Background: an optimization exercise with open tools, aiming at small area and a short achievable clock period. Do not read the settings as production practice. Function was checked by simulation only, so behaviour that the tests miss may differ from the original.

Design cordic_rotator, start of the top module:
module cordic_rotator (
    input  logic                    clk,
    input  logic                    rst_n,
    input  logic                    in_valid,
    input  logic [9-1:0] in_x,
    input  logic [9-1:0] in_y,
    input  logic [9-1:0] in_angle,
    output logic                    out_valid,
    output logic [32-1:0]    out_x,
    output logic [32-1:0]    out_y
);
clock: 10.5 ns
lec_check: 0
abc_area: 1
cap_margin: 20
core_margin: 2
core_utilization: 60
place_density: 0.7
slew_margin: 20
standard.sh (not shown) runs the stock make flow with config.mk's settings and CLKGATE_MAP_FILE= SYNTH_SCRIPT=/design/flow/synth_recipe.tcl, a recipe that flattens the netlist after the stock synthesis.
==> flow/flow/run.sh <==
#!/bin/bash
# Standard layout, with timing repair aimed at a tighter period than the
# constraint (setup margin), so that repair keeps improving the paths that
# set the achieved period. The SDC and the clock period are unchanged.
set -euo pipefail
bash standard.sh SETUP_SLACK_MARGIN=7.2 finish > standard_flow.log 2>&1
The starting point went through all stages and came out clean.
Then changed:
Settings changed: CORE_UTILIZATION 60 to 40, CTS_CLUSTER_DIAMETER from default to 100, CTS_CLUSTER_SIZE from default to 25, PLACE_DENSITY 0.7 to default.
What happened: Cell area came out lower by 1.5%; setup slack degrades by 0.025 ns; die area came out higher by 49%; register-to-register slack improves by 0.03 ns; routed wire length came out higher by 1.7%.
Then changed:
Settings changed: CTS_CLUSTER_SIZE 25 to 22.
What happened:
- The new run finished with timing, DRC and antenna clean
- non-clock buffer count is lower by 3
- clock skew is about the same


== alpha ==
cordic_rotator again, from the RTL that the note above started with.
export LEC_CHECK = 0
export ABC_AREA = 1
export CAP_MARGIN = 20
export CORE_MARGIN = 2
export CORE_UTILIZATION = 40
export CTS_CLUSTER_DIAMETER = 100
export CTS_CLUSTER_SIZE = 22
export SLEW_MARGIN = 20
create_clock -name core_clock -period 10.5 [get_ports {clk}]
==> flow/flow/run.sh <==
#!/bin/bash
# Standard layout, with timing repair aimed at a tighter period than the
# constraint (setup margin), so that repair keeps improving the paths that
# set the achieved period. The SDC and the clock period are unchanged.
set -euo pipefail
bash standard.sh SETUP_SLACK_MARGIN=7.35 finish > standard_flow.log 2>&1
Input changes introduced in beta (baseline for comparison: alpha):
- CTS_CLUSTER_SIZE: 22 -> 30
--- a/flow/flow/run.sh
+++ b/flow/flow/run.sh
@@ -6 +6 @@
-bash standard.sh SETUP_SLACK_MARGIN=7.35 finish > standard_flow.log 2>&1
+bash standard.sh SETUP_SLACK_MARGIN=7.2 finish > standard_flow.log 2>&1
Results
Sort alpha and beta by utilization asc -> top: beta
Delta (beta minus alpha): detailed-route wire length shrank by 2.2 mm, final cell count shrank by 0.65%, detailed route wirelength on metal2 shrank by 2.3%, clock buffer instance count of the final layout shrank by 7, worst hold slack grew by 4.6 ps.
Global-route usage over all layers down 0.36 points in beta wrt alpha
Between alpha and beta, length of the first detailed-routing pass in iterations is higher for beta, alpha comes in under that.
Via count delta for beta relative to alpha: 1.1% lower
beta leaves less setup margin than alpha.
The following lists how gamma was set up differently from beta:
- removing CTS_CLUSTER_SIZE (formerly 30)
- removing CTS_CLUSTER_DIAMETER (formerly 100)
==> comparison <==
Comparing gamma against beta, there is no change at all in total core area.
gamma has clock latency on the worst-skew pair above what beta had.
Setup WNS beta -> gamma: worse
Final clock period utilization by the worst path ended up 0.74 points higher on gamma than on beta.
gamma: final core area utilization is 1.1 points higher than what beta reported.
Global-route track usage on met3 ends up higher on gamma.
Hold slack: gamma vs beta down 16 ps
## Diff of input files: delta against gamma
- CORE_UTILIZATION changed from 40 to 70
- PLACE_DENSITY newly set to 0.85
Results
- Compared with gamma, delta shows first-iteration DRC count that has gone up by more than a quarter.
- For number of endpoints with negative hold slack in the final report, gamma and delta come out practically identical.
- Summary of delta over gamma: via count rose by 3631; end-of-flow core utilization now sits higher; sequential share of cell area barely changed.
- Of the two values seen for start-to-end type of the worst setup path, register to output port was produced by gamma and register to register by delta.
#### Input delta (epsilon over delta)
- CORE_UTILIZATION now 40, was 70
- CTS_CLUSTER_DIAMETER now 100, previously not set
- PLACE_DENSITY no longer set, was 0.85
- CTS_CLUSTER_SIZE now 25, previously not set
--- a/flow/flow/run.sh
+++ b/flow/flow/run.sh
@@ -6 +6 @@
-bash standard.sh SETUP_SLACK_MARGIN=7.2 finish > standard_flow.log 2>&1
+bash standard.sh SETUP_SLACK_MARGIN=7.1 finish > standard_flow.log 2>&1
==> comparison <==
Going from delta to epsilon, worst slew margin relative to its limit down 9.3 points; total routing usage reported by global routing lost 17 points. Sequential share of layout area | epsilon above delta. Changes observed in epsilon relative to delta: number of tap cells added at floorplan saw an increase, core area +0.048 mm2.


Another version of the RTL of cordic_rotator (not shown whole).
Size in the first run: roughly 4100 cells after synthesis, ~630 flip-flops, ~95 I/O pins, about 40000 um2 of cells after synthesis.
clock: 10.5 ns
lec_check: 0
cap_margin: 20
core_margin: 2
core_utilization: 40
cts_cluster_diameter: 100
cts_cluster_size: 25
slew_margin: 20
==> flow/flow/run.sh <==
#!/bin/bash
# Standard layout, with timing repair aimed at a tighter period than the
# constraint (setup margin), so that repair keeps improving the paths that
# set the achieved period. The SDC and the clock period are unchanged.
set -euo pipefail
bash standard.sh SETUP_SLACK_MARGIN=7.2 finish > standard_flow.log 2>&1
The baseline finished clean.
Change:
--- a/flow/flow/run.sh
+++ b/flow/flow/run.sh
@@ -6 +6 @@
-bash standard.sh SETUP_SLACK_MARGIN=7.2 finish > standard_flow.log 2>&1
+bash standard.sh SETUP_SLACK_MARGIN=7.1 finish > standard_flow.log 2>&1
- ABC_AREA: not set -> 1
What happened: The new run passed the timing, design-rule and antenna checks. Utilization went down by 2.0 points. Cell count went up by about 15%. Worst setup slack improves by 220 ps. Design area goes down by about 2.2%. Sequential share of layout area rises by 0.32 points. Hold slack is worse by 5.9 ps. First-iteration DRC count hardly moves.
Change:
--- a/flow/flow/run.sh
+++ b/flow/flow/run.sh
@@ -6 +6 @@
-bash standard.sh SETUP_SLACK_MARGIN=7.1 finish > standard_flow.log 2>&1
+bash standard.sh SETUP_SLACK_MARGIN=7.2 finish > standard_flow.log 2>&1
- CTS_CLUSTER_SIZE: 25 -> 30
After rerunning:
- synthesized area does not change
- global-route usage climbs by 0.15 points

## static timing again, ports no longer ideal
Ports are ideal in the flow. The routed layouts listed here were re-timed in OpenROAD.
Step 1 sets driving cells, clkbuf_16 on the clock port and buf_2 on the other inputs (assumed; they add their load-dependent delay and slew).
Step 2 moves the port delays by t, midway between the first and last clock arrival at a register: inputs arrive t later, outputs are due t later. That takes back most of the time a late clock gives input paths.
Three values: ideal ports, drivers, drivers and shift; two values: the first two.
| run | shift t [ns] | setup slack, ns | hold slack, ns | clock arrival spread, ns |
|---|---|---|---|---|
| the first run of note 1 | 0.676 | 7.221 / 7.157 / 6.978 | 0.318 / 0.318 / 0.318 | 0.037 / 0.037 |
| the second run of note 1 | 0.685 | 7.196 / 7.122 / 7.015 | 0.312 / 0.312 / 0.312 | 0.050 / 0.051 |
| the third run of note 1 | 0.700 | 7.254 / 7.177 / 7.006 | 0.314 / 0.314 / 0.314 | 0.049 / 0.049 |
| alpha | 0.700 | 7.256 / 7.183 / 7.031 | 0.323 / 0.323 / 0.323 | 0.028 / 0.028 |
| beta | 0.676 | 7.250 / 7.180 / 7.030 | 0.328 / 0.328 / 0.328 | 0.055 / 0.055 |
| gamma | 0.718 | 7.172 / 7.102 / 6.993 | 0.312 / 0.312 / 0.312 | 0.023 / 0.023 |
| delta | 0.689 | 7.034 / 7.034 / 6.861 | 0.321 / 0.321 / 0.321 | 0.028 / 0.028 |
| epsilon | 0.692 | 7.165 / 7.092 / 7.021 | 0.331 / 0.331 / 0.331 | 0.044 / 0.045 |
| the first run of note 3 | 0.703 | 6.958 / 6.958 / 6.642 | 0.325 / 0.325 / 0.325 | 0.034 / 0.034 |
| the second run of note 3 | 0.665 | 7.176 / 7.111 / 7.051 | 0.319 / 0.319 / 0.319 | 0.026 / 0.025 |
| the third run of note 3 | 0.696 | 7.147 / 7.083 / 6.965 | 0.309 / 0.309 / 0.309 | 0.036 / 0.036 |
After both steps setup and hold are still met in every run listed. The setup slack of the first run of note 3, which loses most, moves by 0.000 ns with the drivers and by -0.316 ns with both steps.
